Source: an optimization exercise on an open RTL-to-GDS flow (aim: small area, a short achievable clock period and few clock cycles). Production flows keep margins and buffers that such runs may drop.
The RTL was checked by simulation tests, not by an equivalence proof against the original design.

File: flow/design.v
package lsq_pkg;
  localparam int MaxPoints = 1024;
  localparam int CntW      = 11;
  localparam int XW        = 12;
  localparam int SxW       = 22;
  localparam int Sx2W      = 34;
  localparam int Sx3W      = 46;
  localparam int Sx4W      = 58;
  localparam int CoefW     = 32;
  localparam int W         = 192;
  localparam int BW        = 64;
  localparam int DivCntW   = 8;
  localparam int StepW     = 6;
  localparam logic [StepW-1:0] EndStep = 6'd60;
  typedef enum logic [2:0] {
    ST_IDLE, ST_PT1, ST_PT2, ST_EXEC, ST_MWAIT, ST_DWAIT
  } state_t;
  typedef enum logic [3:0] {
    OP_CLR, OP_MAC, OP_MSB, OP_STC, OP_STD, OP_CHK, OP_STN, OP_DIV, OP_END
  } op_t;
  typedef enum logic [3:0] {
    S_N, S_SX, S_SX2, S_SX3, S_SX4, S_SY, S_SXY, S_SX2Y, S_COF
  } src_t;
  typedef struct packed {
    op_t        op;
    src_t       a_src;
    src_t       b_src;
    logic [3:0] idx;
  } instr_t;
  typedef struct packed {
    logic       pt_load;
    logic       pt_mul;
    logic       pt_acc;
    logic       clr_sums;
    logic       acc_clr;
    logic       mac_start;
    logic       mac_sub;
    src_t       a_src;
    src_t       b_src;
    logic [3:0] idx;
    logic       st_cof;
    logic       st_det;
    logic       st_num;
    logic       div_start;
    logic       out_load;
  } cmd_t;
  typedef struct packed {
    logic mac_busy;
    logic div_busy;
    logic det_nonpos;
  } sts_t;
endpackage
module lsq_ctrl (
  input  logic          clk,
  input  logic          rst_n,
  input  logic          in_valid,
  input  logic          in_last_point,
  output logic          in_ready,
  output logic          out_valid,
  input  logic          out_ready,
  output lsq_pkg::cmd_t cmd,
  input  lsq_pkg::sts_t sts
);
  function automatic logic [1:0] inc3(input logic [1:0] v);
    inc3 = (v == 2'd2) ? 2'd0 : v + 2'd1;
  endfunction
  function automatic lsq_pkg::src_t msrc(input logic [1:0] r, input logic [1:0] c);
    logic [2:0] s;
    s = {1'b0, r} + {1'b0, c};
    case (s)
      3'd0:    msrc = lsq_pkg::S_SX4;
      3'd1:    msrc = lsq_pkg::S_SX3;
      3'd2:    msrc = lsq_pkg::S_SX2;
      3'd3:    msrc = lsq_pkg::S_SX;
      default: msrc = lsq_pkg::S_N;
    endcase
  endfunction
  function automatic lsq_pkg::src_t rsrc(input logic [1:0] j);
    case (j)
      2'd0:    rsrc = lsq_pkg::S_SX2Y;
      2'd1:    rsrc = lsq_pkg::S_SXY;
      default: rsrc = lsq_pkg::S_SY;
    endcase
  endfunction
  function automatic lsq_pkg::instr_t prog(input logic [lsq_pkg::StepW-1:0] step);
    logic [3:0] k;
    logic [3:0] jj;
    logic [1:0] i;
    logic [1:0] j;
    logic [1:0] i1;
    logic [1:0] i2;
    logic [1:0] j1;
    logic [1:0] j2;
    logic [5:0] n;
    logic [5:0] five_i;
    logic [2:0] ph;
    logic [3:0] t;
    lsq_pkg::instr_t     r;
    r.op    = lsq_pkg::OP_END;
    r.a_src = lsq_pkg::S_N;
    r.b_src = lsq_pkg::S_N;
    r.idx   = 4'd0;
    if (step < 6'd36) begin
      k  = step[5:2];
      i  = (k >= 4'd6) ? 2'd2 : ((k >= 4'd3) ? 2'd1 : 2'd0);
      jj = k - {1'b0, i, 1'b0} - {2'b0, i};
      j  = jj[1:0];
      i1 = inc3(i);
      i2 = inc3(i1);
      j1 = inc3(j);
      j2 = inc3(j1);
      r.idx = k;
      case (step[1:0])
        2'd0: r.op = lsq_pkg::OP_CLR;
        2'd1: begin
          r.op    = lsq_pkg::OP_MAC;
          r.a_src = msrc(i1, j1);
          r.b_src = msrc(i2, j2);
        end
        2'd2: begin
          r.op    = lsq_pkg::OP_MSB;
          r.a_src = msrc(i1, j2);
          r.b_src = msrc(i2, j1);
        end
        default: r.op = lsq_pkg::OP_STC;
      endcase
    end else if (step == 6'd36) begin
      r.op = lsq_pkg::OP_CLR;
    end else if (step < 6'd40) begin
      n          = step - 6'd37;
      r.op    = lsq_pkg::OP_MAC;
      r.a_src = lsq_pkg::S_COF;
      r.idx   = n[3:0];
      r.b_src = msrc(2'd0, n[1:0]);
    end else if (step == 6'd40) begin
      r.op = lsq_pkg::OP_STD;
    end else if (step == 6'd41) begin
      r.op = lsq_pkg::OP_CHK;
    end else if (step < 6'd57) begin
      n      = step - 6'd42;
      i      = (n >= 6'd10) ? 2'd2 : ((n >= 6'd5) ? 2'd1 : 2'd0);
      five_i = {2'b0, i, 2'b0} + {4'b0, i};
      ph     = 3'(n - five_i);
      t      = {1'b0, i, 1'b0} + {2'b0, i} + {1'b0, ph} - 4'd1;
      if (ph == 3'd0) begin
        r.op = lsq_pkg::OP_CLR;
      end else if (ph == 3'd4) begin
        r.op  = lsq_pkg::OP_STN;
        r.idx = {2'b0, i};
      end else begin
        r.op    = lsq_pkg::OP_MAC;
        r.a_src = lsq_pkg::S_COF;
        r.idx   = t;
        r.b_src = rsrc(2'(ph - 3'd1));
      end
    end else if (step < 6'd60) begin
      n        = step - 6'd57;
      r.op  = lsq_pkg::OP_DIV;
      r.idx = n[3:0];
    end
    prog = r;
  endfunction
  lsq_pkg::state_t              state_r, state_nxt;
  logic [lsq_pkg::StepW-1:0]    step_r, step_nxt;
  logic                         last_r, last_nxt;
  logic                         out_valid_r, out_valid_nxt;
  lsq_pkg::instr_t              instr;
  logic                         accept;
  logic                         emit;
  assign instr  = prog(step_r);
  assign accept = in_valid && (state_r == lsq_pkg::ST_IDLE);
  assign emit   = (state_r == lsq_pkg::ST_EXEC) && (instr.op == lsq_pkg::OP_END) &&
                  (!out_valid_r || out_ready);
  always_ff @(posedge clk) begin
    if (!rst_n) begin
      state_r     <= lsq_pkg::ST_IDLE;
      step_r      <= '0;
      last_r      <= 1'b0;
      out_valid_r <= 1'b0;
    end else begin
      state_r     <= state_nxt;
      step_r      <= step_nxt;
      last_r      <= last_nxt;
      out_valid_r <= out_valid_nxt;
    end
  end
  always_comb begin
    state_nxt     = state_r;
    step_nxt      = step_r;
    last_nxt      = last_r;
    out_valid_nxt = emit ? 1'b1 : (out_ready ? 1'b0 : out_valid_r);
    unique case (state_r)
      lsq_pkg::ST_IDLE: begin
        if (accept) begin
          last_nxt  = in_last_point;
          state_nxt = lsq_pkg::ST_PT1;
        end
      end
      lsq_pkg::ST_PT1: state_nxt = lsq_pkg::ST_PT2;
      lsq_pkg::ST_PT2: begin
        if (last_r) begin
          step_nxt  = '0;
          state_nxt = lsq_pkg::ST_EXEC;
        end else begin
          state_nxt = lsq_pkg::ST_IDLE;
        end
      end
      lsq_pkg::ST_EXEC: begin
        case (instr.op)
          lsq_pkg::OP_MAC, lsq_pkg::OP_MSB: state_nxt = lsq_pkg::ST_MWAIT;
          lsq_pkg::OP_DIV: state_nxt = lsq_pkg::ST_DWAIT;
          lsq_pkg::OP_CHK: step_nxt = sts.det_nonpos ? lsq_pkg::EndStep : step_r + 6'd1;
          lsq_pkg::OP_END: begin
            if (emit) state_nxt = lsq_pkg::ST_IDLE;
          end
          default: step_nxt = step_r + 6'd1;
        endcase
      end
      lsq_pkg::ST_MWAIT: begin
        if (!sts.mac_busy) begin
          step_nxt  = step_r + 6'd1;
          state_nxt = lsq_pkg::ST_EXEC;
        end
      end
      lsq_pkg::ST_DWAIT: begin
        if (!sts.div_busy) begin
          step_nxt  = step_r + 6'd1;
          state_nxt = lsq_pkg::ST_EXEC;
        end
      end
      default: state_nxt = lsq_pkg::ST_IDLE;
    endcase
  end
  always_comb begin
    cmd         = '0;
    cmd.a_src   = instr.a_src;
    cmd.b_src   = instr.b_src;
    cmd.idx     = instr.idx;
    cmd.pt_load = accept;
    cmd.pt_mul  = (state_r == lsq_pkg::ST_PT1);
    cmd.pt_acc  = (state_r == lsq_pkg::ST_PT2);
    if (state_r == lsq_pkg::ST_EXEC) begin
      case (instr.op)
        lsq_pkg::OP_CLR: cmd.acc_clr = 1'b1;
        lsq_pkg::OP_MAC: cmd.mac_start = 1'b1;
        lsq_pkg::OP_MSB: begin
          cmd.mac_start = 1'b1;
          cmd.mac_sub   = 1'b1;
        end
        lsq_pkg::OP_STC: cmd.st_cof = 1'b1;
        lsq_pkg::OP_STD: cmd.st_det = 1'b1;
        lsq_pkg::OP_STN: cmd.st_num = 1'b1;
        lsq_pkg::OP_DIV: cmd.div_start = 1'b1;
        lsq_pkg::OP_END: begin
          cmd.out_load = emit;
          cmd.clr_sums = emit;
        end
        default: cmd.acc_clr = 1'b0;
      endcase
    end
  end
  assign in_ready  = (state_r == lsq_pkg::ST_IDLE);
  assign out_valid = out_valid_r;
endmodule
module lsq_dp (
  input  logic                              clk,
  input  logic                              rst_n,
  input  logic signed [lsq_pkg::XW-1:0]     in_point_x,
  input  logic signed [lsq_pkg::XW-1:0]     in_point_y,
  input  lsq_pkg::cmd_t                     cmd,
  output lsq_pkg::sts_t                     sts,
  output logic signed [lsq_pkg::CoefW-1:0]  out_coef_a,
  output logic signed [lsq_pkg::CoefW-1:0]  out_coef_b,
  output logic signed [lsq_pkg::CoefW-1:0]  out_coef_c,
  output logic                              out_singular
);
  localparam int W  = lsq_pkg::W;
  localparam int BW = lsq_pkg::BW;
  localparam int CW = lsq_pkg::CoefW;
  logic signed [lsq_pkg::XW-1:0]     x_r, y_r;
  logic signed [2*lsq_pkg::XW-1:0]   x2_r, xy_r;
  logic signed [2*lsq_pkg::XW-1:0]   x2_w, xy_w;
  logic signed [3*lsq_pkg::XW-1:0]   x3_w, x2y_w;
  logic signed [4*lsq_pkg::XW-1:0]   x4_w;
  logic [lsq_pkg::CntW-1:0]          cnt_r;
  logic signed [lsq_pkg::SxW-1:0]    sx_r, sy_r;
  logic signed [lsq_pkg::Sx2W-1:0]   sx2_r, sxy_r;
  logic signed [lsq_pkg::Sx3W-1:0]   sx3_r, sx2y_r;
  logic signed [lsq_pkg::Sx4W-1:0]   sx4_r;
  logic signed [W-1:0]  a_val;
  logic signed [BW-1:0] b_val;
  logic signed [W-1:0]  cof_r [9];
  logic signed [W-1:0]  num_r [3];
  logic signed [W-1:0]  det_r;
  logic signed [CW-1:0] coef_r [3];
  logic                 mac_busy_r, mac_neg_r;
  logic signed [W-1:0]  ma_r, acc_r;
  logic [BW-1:0]        mb_r;
  logic                 dv_prep_r, dv_run_r, dv_fin_r;
  logic [W-1:0]         dv_n_r, dv_d_r, dv_rem_r;
  logic [CW-1:0]        dv_q_r;
  logic                 dv_big_r, dv_neg_r;
  logic [1:0]           dv_idx_r;
  logic [lsq_pkg::DivCntW-1:0] dv_cnt_r;
  logic signed [W-1:0]  dv_sel;
  logic [W-1:0]         dv_shift;
  logic [W:0]           rem_w, rem_sub;
  logic                 rem_ge;
  logic [CW-1:0]        lim, mag;
  logic                 det_nonpos;
  assign x2_w  = (2*lsq_pkg::XW)'(x_r) * (2*lsq_pkg::XW)'(x_r);
  assign xy_w  = (2*lsq_pkg::XW)'(x_r) * (2*lsq_pkg::XW)'(y_r);
  assign x3_w  = (3*lsq_pkg::XW)'(x2_r) * (3*lsq_pkg::XW)'(x_r);
  assign x2y_w = (3*lsq_pkg::XW)'(x2_r) * (3*lsq_pkg::XW)'(y_r);
  assign x4_w  = (4*lsq_pkg::XW)'(x2_r) * (4*lsq_pkg::XW)'(x2_r);
  always_ff @(posedge clk) begin
    if (cmd.pt_load) begin
      x_r <= in_point_x;
      y_r <= in_point_y;
    end
    if (cmd.pt_mul) begin
      x2_r <= x2_w;
      xy_r <= xy_w;
    end
  end
  always_ff @(posedge clk) begin
    if (!rst_n || cmd.clr_sums) begin
      cnt_r  <= '0;
      sx_r   <= '0;
      sx2_r  <= '0;
      sx3_r  <= '0;
      sx4_r  <= '0;
      sy_r   <= '0;
      sxy_r  <= '0;
      sx2y_r <= '0;
    end else if (cmd.pt_acc && (cnt_r < lsq_pkg::CntW'(lsq_pkg::MaxPoints))) begin
      cnt_r  <= cnt_r + 1'b1;
      sx_r   <= sx_r + lsq_pkg::SxW'(x_r);
      sy_r   <= sy_r + lsq_pkg::SxW'(y_r);
      sx2_r  <= sx2_r + lsq_pkg::Sx2W'(x2_r);
      sxy_r  <= sxy_r + lsq_pkg::Sx2W'(xy_r);
      sx3_r  <= sx3_r + lsq_pkg::Sx3W'(x3_w);
      sx2y_r <= sx2y_r + lsq_pkg::Sx3W'(x2y_w);
      sx4_r  <= sx4_r + lsq_pkg::Sx4W'(x4_w);
    end
  end
  always_comb begin
    case (cmd.a_src)
      lsq_pkg::S_N:    a_val = W'(cnt_r);
      lsq_pkg::S_SX:   a_val = W'(sx_r);
      lsq_pkg::S_SX2:  a_val = W'(sx2_r);
      lsq_pkg::S_SX3:  a_val = W'(sx3_r);
      lsq_pkg::S_SX4:  a_val = W'(sx4_r);
      lsq_pkg::S_SY:   a_val = W'(sy_r);
      lsq_pkg::S_SXY:  a_val = W'(sxy_r);
      lsq_pkg::S_SX2Y: a_val = W'(sx2y_r);
      lsq_pkg::S_COF:  a_val = cof_r[cmd.idx];
      default:         a_val = '0;
    endcase
  end
  always_comb begin
    case (cmd.b_src)
      lsq_pkg::S_N:    b_val = BW'(cnt_r);
      lsq_pkg::S_SX:   b_val = BW'(sx_r);
      lsq_pkg::S_SX2:  b_val = BW'(sx2_r);
      lsq_pkg::S_SX3:  b_val = BW'(sx3_r);
      lsq_pkg::S_SX4:  b_val = BW'(sx4_r);
      lsq_pkg::S_SY:   b_val = BW'(sy_r);
      lsq_pkg::S_SXY:  b_val = BW'(sxy_r);
      lsq_pkg::S_SX2Y: b_val = BW'(sx2y_r);
      default:         b_val = '0;
    endcase
  end
  always_ff @(posedge clk) begin
    if (!rst_n) begin
      mac_busy_r <= 1'b0;
    end else if (cmd.mac_start) begin
      mac_busy_r <= 1'b1;
    end else if (mac_busy_r && (mb_r == '0)) begin
      mac_busy_r <= 1'b0;
    end
  end
  always_ff @(posedge clk) begin
    if (cmd.acc_clr) begin
      acc_r <= '0;
    end else if (cmd.mac_start) begin
      ma_r      <= a_val;
      mb_r      <= b_val[BW-1] ? BW'(-b_val) : BW'(b_val);
      mac_neg_r <= b_val[BW-1] ^ cmd.mac_sub;
    end else if (mac_busy_r && (mb_r != '0)) begin
      if (mb_r[0]) acc_r <= mac_neg_r ? acc_r - ma_r : acc_r + ma_r;
      ma_r <= ma_r <<< 1;
      mb_r <= mb_r >> 1;
    end
  end
  always_ff @(posedge clk) begin
    if (cmd.st_cof) cof_r[cmd.idx] <= acc_r;
    if (cmd.st_num) num_r[cmd.idx[1:0]] <= acc_r;
    if (cmd.st_det) det_r <= acc_r;
  end
  assign det_nonpos = det_r[W-1] || (det_r == '0);
  assign dv_sel     = num_r[cmd.idx[1:0]];
  always_comb begin
    unique case (dv_idx_r)
      2'd0:    dv_shift = dv_n_r << 21;
      2'd1:    dv_shift = dv_n_r << 17;
      default: dv_shift = dv_n_r << 13;
    endcase
  end
  assign rem_w   = {dv_rem_r, dv_n_r[W-1]};
  assign rem_ge  = rem_w >= {1'b0, dv_d_r};
  assign rem_sub = rem_w - {1'b0, dv_d_r};
  assign lim     = dv_neg_r ? {1'b1, {(CW-1){1'b0}}} : {1'b0, {(CW-1){1'b1}}};
  assign mag     = (dv_big_r || (dv_q_r > lim)) ? lim : dv_q_r;
  always_ff @(posedge clk) begin
    if (!rst_n) begin
      dv_prep_r <= 1'b0;
      dv_run_r  <= 1'b0;
      dv_fin_r  <= 1'b0;
    end else begin
      dv_prep_r <= cmd.div_start;
      if (dv_prep_r) dv_run_r <= 1'b1;
      else if (dv_run_r && (dv_cnt_r == lsq_pkg::DivCntW'(W - 1))) dv_run_r <= 1'b0;
      dv_fin_r <= dv_run_r && (dv_cnt_r == lsq_pkg::DivCntW'(W - 1));
    end
  end
  always_ff @(posedge clk) begin
    if (cmd.div_start) begin
      dv_neg_r <= dv_sel[W-1];
      dv_n_r   <= dv_sel[W-1] ? W'(-dv_sel) : W'(dv_sel);
      dv_idx_r <= cmd.idx[1:0];
      dv_d_r   <= W'(det_r) << 1;
      dv_rem_r <= '0;
      dv_q_r   <= '0;
      dv_big_r <= 1'b0;
      dv_cnt_r <= '0;
    end else if (dv_prep_r) begin
      dv_n_r <= dv_shift + W'(det_r);
    end else if (dv_run_r) begin
      dv_rem_r <= rem_ge ? rem_sub[W-1:0] : rem_w[W-1:0];
      dv_q_r   <= {dv_q_r[CW-2:0], rem_ge};
      dv_big_r <= dv_big_r | dv_q_r[CW-1];
      dv_n_r   <= dv_n_r << 1;
      dv_cnt_r <= dv_cnt_r + 1'b1;
    end else if (dv_fin_r) begin
      coef_r[dv_idx_r] <= dv_neg_r ? CW'(-mag) : mag;
    end
  end
  always_ff @(posedge clk) begin
    if (cmd.out_load) begin
      out_singular <= det_nonpos;
      out_coef_a   <= det_nonpos ? '0 : coef_r[0];
      out_coef_b   <= det_nonpos ? '0 : coef_r[1];
      out_coef_c   <= det_nonpos ? '0 : coef_r[2];
    end
  end
  assign sts.mac_busy   = mac_busy_r;
  assign sts.div_busy   = dv_prep_r | dv_run_r | dv_fin_r;
  assign sts.det_nonpos = det_nonpos;
endmodule
module least_squares_parabola_fit_unit (
  input  logic                              clk,
  input  logic                              rst_n,
  input  logic                              in_valid,
  output logic                              in_ready,
  input  logic signed [lsq_pkg::XW-1:0]     in_point_x,
  input  logic signed [lsq_pkg::XW-1:0]     in_point_y,
  input  logic                              in_last_point,
  output logic                              out_valid,
  input  logic                              out_ready,
  output logic signed [lsq_pkg::CoefW-1:0]  out_coef_a,
  output logic signed [lsq_pkg::CoefW-1:0]  out_coef_b,
  output logic signed [lsq_pkg::CoefW-1:0]  out_coef_c,
  output logic                              out_singular
);
  lsq_pkg::cmd_t cmd;
  lsq_pkg::sts_t sts;
  lsq_ctrl u_ctrl (
    .clk           (clk),
    .rst_n         (rst_n),
    .in_valid      (in_valid),
    .in_last_point (in_last_point),
    .in_ready      (in_ready),
    .out_valid     (out_valid),
    .out_ready     (out_ready),
    .cmd           (cmd),
    .sts           (sts)
  );
  lsq_dp u_dp (
    .clk          (clk),
    .rst_n        (rst_n),
    .in_point_x   (in_point_x),
    .in_point_y   (in_point_y),
    .cmd          (cmd),
    .sts          (sts),
    .out_coef_a   (out_coef_a),
    .out_coef_b   (out_coef_b),
    .out_coef_c   (out_coef_c),
    .out_singular (out_singular)
  );
endmodule
File: flow/run.sh
#!/bin/bash
# synth_recipe.tcl (not shown) runs the flow's synth.tcl, then flattens the netlist and writes it again
# the make line also repeats each setting of config.mk as NAME=value (left out here)
make -C /OpenROAD-flow-scripts/flow DESIGN_CONFIG=/design/flow/config.mk WORK_HOME=/design/flow/orfs CLKGATE_MAP_FILE= SYNTH_SCRIPT=/design/flow/synth_recipe.tcl finish
File: flow/config.mk
export PLATFORM = sky130hd
export DESIGN_NAME = least_squares_parabola_fit_unit
export DESIGN_NICKNAME = least_squares_parabola_fit_unit
export VERILOG_FILES = /design/flow/design.v
export SDC_FILE = /design/flow/constraint.sdc
export NUM_CORES = 8
export LEC_CHECK = 0
export CAP_MARGIN = 20
export CORE_MARGIN = 2
export CORE_UTILIZATION = 30
export SLEW_MARGIN = 20
File: flow/constraint.sdc
create_clock -name core_clock -period 10.0 [get_ports {clk}]
set_input_delay 2.0000 -clock core_clock [delete_from_list [all_inputs] [get_ports {clk}]]
set_output_delay 2.0000 -clock core_clock [all_outputs]
set_load 0.01 [all_outputs]
==> flow_summary.json <==
{
  "seq_area_mm2": 0.1165,
  "wire_per_inst_um": 22.98,
  "slew_viol_final": 0,
  "critPathMaxStageDelay_ns": 0.72,
  "r2r_setup_slack_ns": 0.36,
  "die_area_mm2": 0.9248,
  "vias": 215381,
  "cp_max_fo": 97,
  "worst_setup_path_start_kind": "register",
  "hold_violations": 0,
  "cp_data_arrival_time_ns": 10.43,
  "grt_start_max_net_pins": 168,
  "cap_violations": 0,
  "via_per_inst": 5.374,
  "port_buffers": 127,
  "async_reset_ff_share_pct": 0,
  "max-slew-margin-rel_pct": 19.87,
  "num_rows": 351,
  "dr.pass1.iters": 6,
  "grt_usage_pct": 19.11,
  "cts_inserted_buffers": 452,
  "synth_top_area_share_pct": 37.14,
  "ys_types": 112,
  "grt_pass1_wl_um": 1369000,
  "synth_area_per_cell_um2": 9.848,
  "dieWidth_um": 961.7,
  "wirelength_um": 921100,
  "die_height_um": 961.7,
  "period_share_pct": 96.44,
  "max_slew.worst_pin.slew_ns": 1.201,
  "rsz0062_at_grt": "false",
  "syn-cell-area_mm2": 0.2751,
  "place_area_mm2": 0.2914,
  "clock_skew_ns": 0.2023,
  "drcViolationCount": 0,
  "drive_gt1_share_pct": 5.599,
  "yosysWarningCount": 2,
  "place_congestion": 0.9513,
  "cp.required_ns": 10.78,
  "syn_to_final_growth_pct": 11.51,
  "status": "finished clean",
  "grt_pass1_vias": 207427,
  "crit_top_cell": "ha_1",
  "clock.fmax_mhz": 103.7,
  "antenna_found_initial": 53,
  "cts_tree": "built",
  "clk_pin_slew_ns": 0.07,
  "multi_input_area_mm2": 0.1458,
  "period_minus_slack_ns": 9.644,
  "root_buffer": "clkbuf_16",
  "dp_hpwl_um": 682600,
  "cts_max_level": 5,
  "critPathKind": "reg2reg",
  "crit_start": "u_ctrl.step_r[0]",
  "crit_path_end": "u_dp.dv_n_r[175]",
  "final_cell_mix": "4,445 x nand2_1, 3,403 x edfxtp_1, 2,085 x a21oi_1, 1,932 x inv_1, 1,696 x nor2_1",
  "synth.area.top_cells": "edfxtp_1 37%, fa_1 11%, nand2_1 6.1%",
  "stdcell_area_mm2": 0.3068,
  "r2r_start": "u_ctrl.step_r[0]",
  "final_common_cell": "nand2_1",
  "finalSetupViolations": 0,
  "fin_tns_setup_ns": 0,
  "fin_hold_ws_ns": 0.4656,
  "cts_sinks": 4116,
  "fillers": 92106,
  "slowest_stage": "nor4_2",
  "endpoint_kind": "register",
  "synth_edf_count": 3403,
  "reg2reg_depth": 25,
  "fin_nets": 30354,
  "drt_iter0_markers": 22753,
  "syn_inst": 27938,
  "coreArea_mm2": 0.9139,
  "cts_setup_buffers": 0,
  "hold_path.class": "reg2reg",
  "synth_seq_cells": 4116,
  "yosysSeqAreaShare_pct": 42.33,
  "ios": 128,
  "synthFlopType": "edfxtp_1",
  "r2r_end": "u_dp.dv_n_r[175]",
  "clock_latency_ns": 1.17,
  "grt_overflow_total": 0,
  "cts_buffer_depth": 4,
  "yosysTopAreaCell": "edfxtp_1",
  "ctsResizeCount": 0,
  "start_util_pct": 30.11,
  "ant_nets": 0,
  "ctsHoldBuffers": 0,
  "hold_path_depth": 2
}
==> worst max-delay path: cells and delay by family, from the launching register on <==
family,cells,cell delay [ns]
simple gates,8,3.05
mux,1,0.44
buf+inv,3,0.65
compound gates,7,2.39
flops,1,0.47
xor+xnor,1,0.43
fa+ha+maj,5,1.64
==> worst min-delay path by stage <==
stage,slack [ns],start,endpoint
3_3_place_gp,0.46,u_dp.dv_cnt_r[1],u_dp.dv_cnt_r[1]
3_5_place_dp,0.47,u_dp.dv_cnt_r[1],u_dp.dv_cnt_r[1]
4_1_cts,0.43,u_dp.dv_rem_r[155],u_dp.dv_rem_r[156]
5_1_grt,0.50,u_dp.dv_cnt_r[1],u_dp.dv_cnt_r[1]
6_report,0.47,u_dp.dv_rem_r[155],u_dp.dv_rem_r[156]
2_1_floorplan,0.45,u_dp.dv_rem_r[143],u_dp.dv_rem_r[143]
==> synthesized netlist by cell type, types with 68 or more instances <==
cell / count
or3_1: 134
buf_2: 74
nand2b_1: 154
and3_1: 318
o21bai_1: 232
ha_1: 1301
fa_1: 1541
inv_1: 1937
a311oi_1: 211
mux2i_1: 468
xor2_1: 374
nand4_1: 323
a21o_1: 499
a21boi_0: 85
nand3_1: 673
a21oi_1: 2090
nand2_1: 4449
o31ai_1: 94
o21a_1: 142
nor2b_1: 144
nor3_1: 430
clkbuf_1: 1380
o211ai_1: 108
dfxtp_1: 713
a221oi_1: 74
edfxtp_1: 3403
o21ai_0: 1307
and2_1: 504
nor2_1: 1707
xnor2_1: 858
or4_1: 68
nor4_1: 218
o22a_1: 132
buf_1: 146
a31oi_1: 442
a211oi_1: 372
==> state kept, by name, summed over array words and instances (netlist names), 46 cells and up <==
signal	count
u_dp.cof_r	1728
u_dp.num_r	576
u_dp.acc_r	192
u_dp.det_r	192
u_dp.dv_n_r	192
u_dp.dv_rem_r	192
u_dp.ma_r	192
u_dp.dv_d_r	191
u_dp.coef_r	96
u_dp.mb_r	64
u_dp.sx4_r	58
u_dp.sx2y_r	46
u_dp.sx3_r	46
==> routing by layer <==
metal,up-vias,GRT usage (%),part of all wire [%]
met5,-,0,0.0045
met4,6,5.067,3.0
met3,1191,2.691,8.1
met2,8571,28.96,43
met1,107878,28.52,46
li1,97735,-,-
==> layout make-up <==
| type | count | share of cell area, % |
|---|---|---|
| well taps | 12178 | 4.966 |
| flip-flops and latches | 4116 | 37.96 |
| multi-input cells | 20271 | 47.52 |
| diodes | 18 | 0.01468 |
| clock inverters | 282 | 1.046 |
| inverters | 1949 | 2.396 |
| clock buffers | 569 | 3.953 |
| repair buffers | 693 | 2.141 |
==> per-stage QoR <==
stage | util, % | setup WS [ns] | instances
5_1_grt | 33.57 | 0.01227 | 40067
4_1_cts | 33.56 | 0.6070 | 40057
2_1_floorplan | - | -2.400 | 27948
6_report | 33.57 | 0.3565 | 40076
3_3_place_gp | 31.88 | 0.1395 | 39203
3_5_place_dp | 31.88 | 0.6316 | 39206
==> logic make-up after synthesis <==
logic type | share of synthesized area (%)
other cells | 0.002729
simple gates | 15.28
compound gates | 14.53
mux | 1.899
xor+xnor | 3.922
fa+ha+maj | 17.13
buf+inv | 4.912
flops | 42.33
Testbench counts, summed over its fixed seeds: cycles 238,261.

==> afterwards: timing with drivers on the ports <==
In the flow no input, the clock included, has a driving cell. The finished layout below was timed again as built, in two steps.
Step 1 (the two cells are an assumption about what drives the block):
set clk [get_ports {clk}]
set_driving_cell -lib_cell sky130_fd_sc_hd__clkbuf_16 $clk
set_driving_cell -lib_cell sky130_fd_sc_hd__buf_2 [delete_from_list [all_inputs] $clk]
Step 2 moves the port delays by t, midway between the first and last clock arrival at a register: inputs arrive t later, outputs are due t later. That takes back most of the time a late clock gives input paths.
Slacks: ideal ports / drivers / drivers and shift; pairs: ideal ports / drivers.
shift t [ns]: 1.216
slack for setup (ns): 0.356 / 0.356 / 0.356
worst hold slack (ns): 0.466 / 0.466 / 0.466
latest minus earliest clock arrival (ns): 0.203 / 0.203
After both steps setup and hold are still met in this run. The setup slack of this run moves by 0.000 ns with the drivers and by 0.000 ns with both steps.
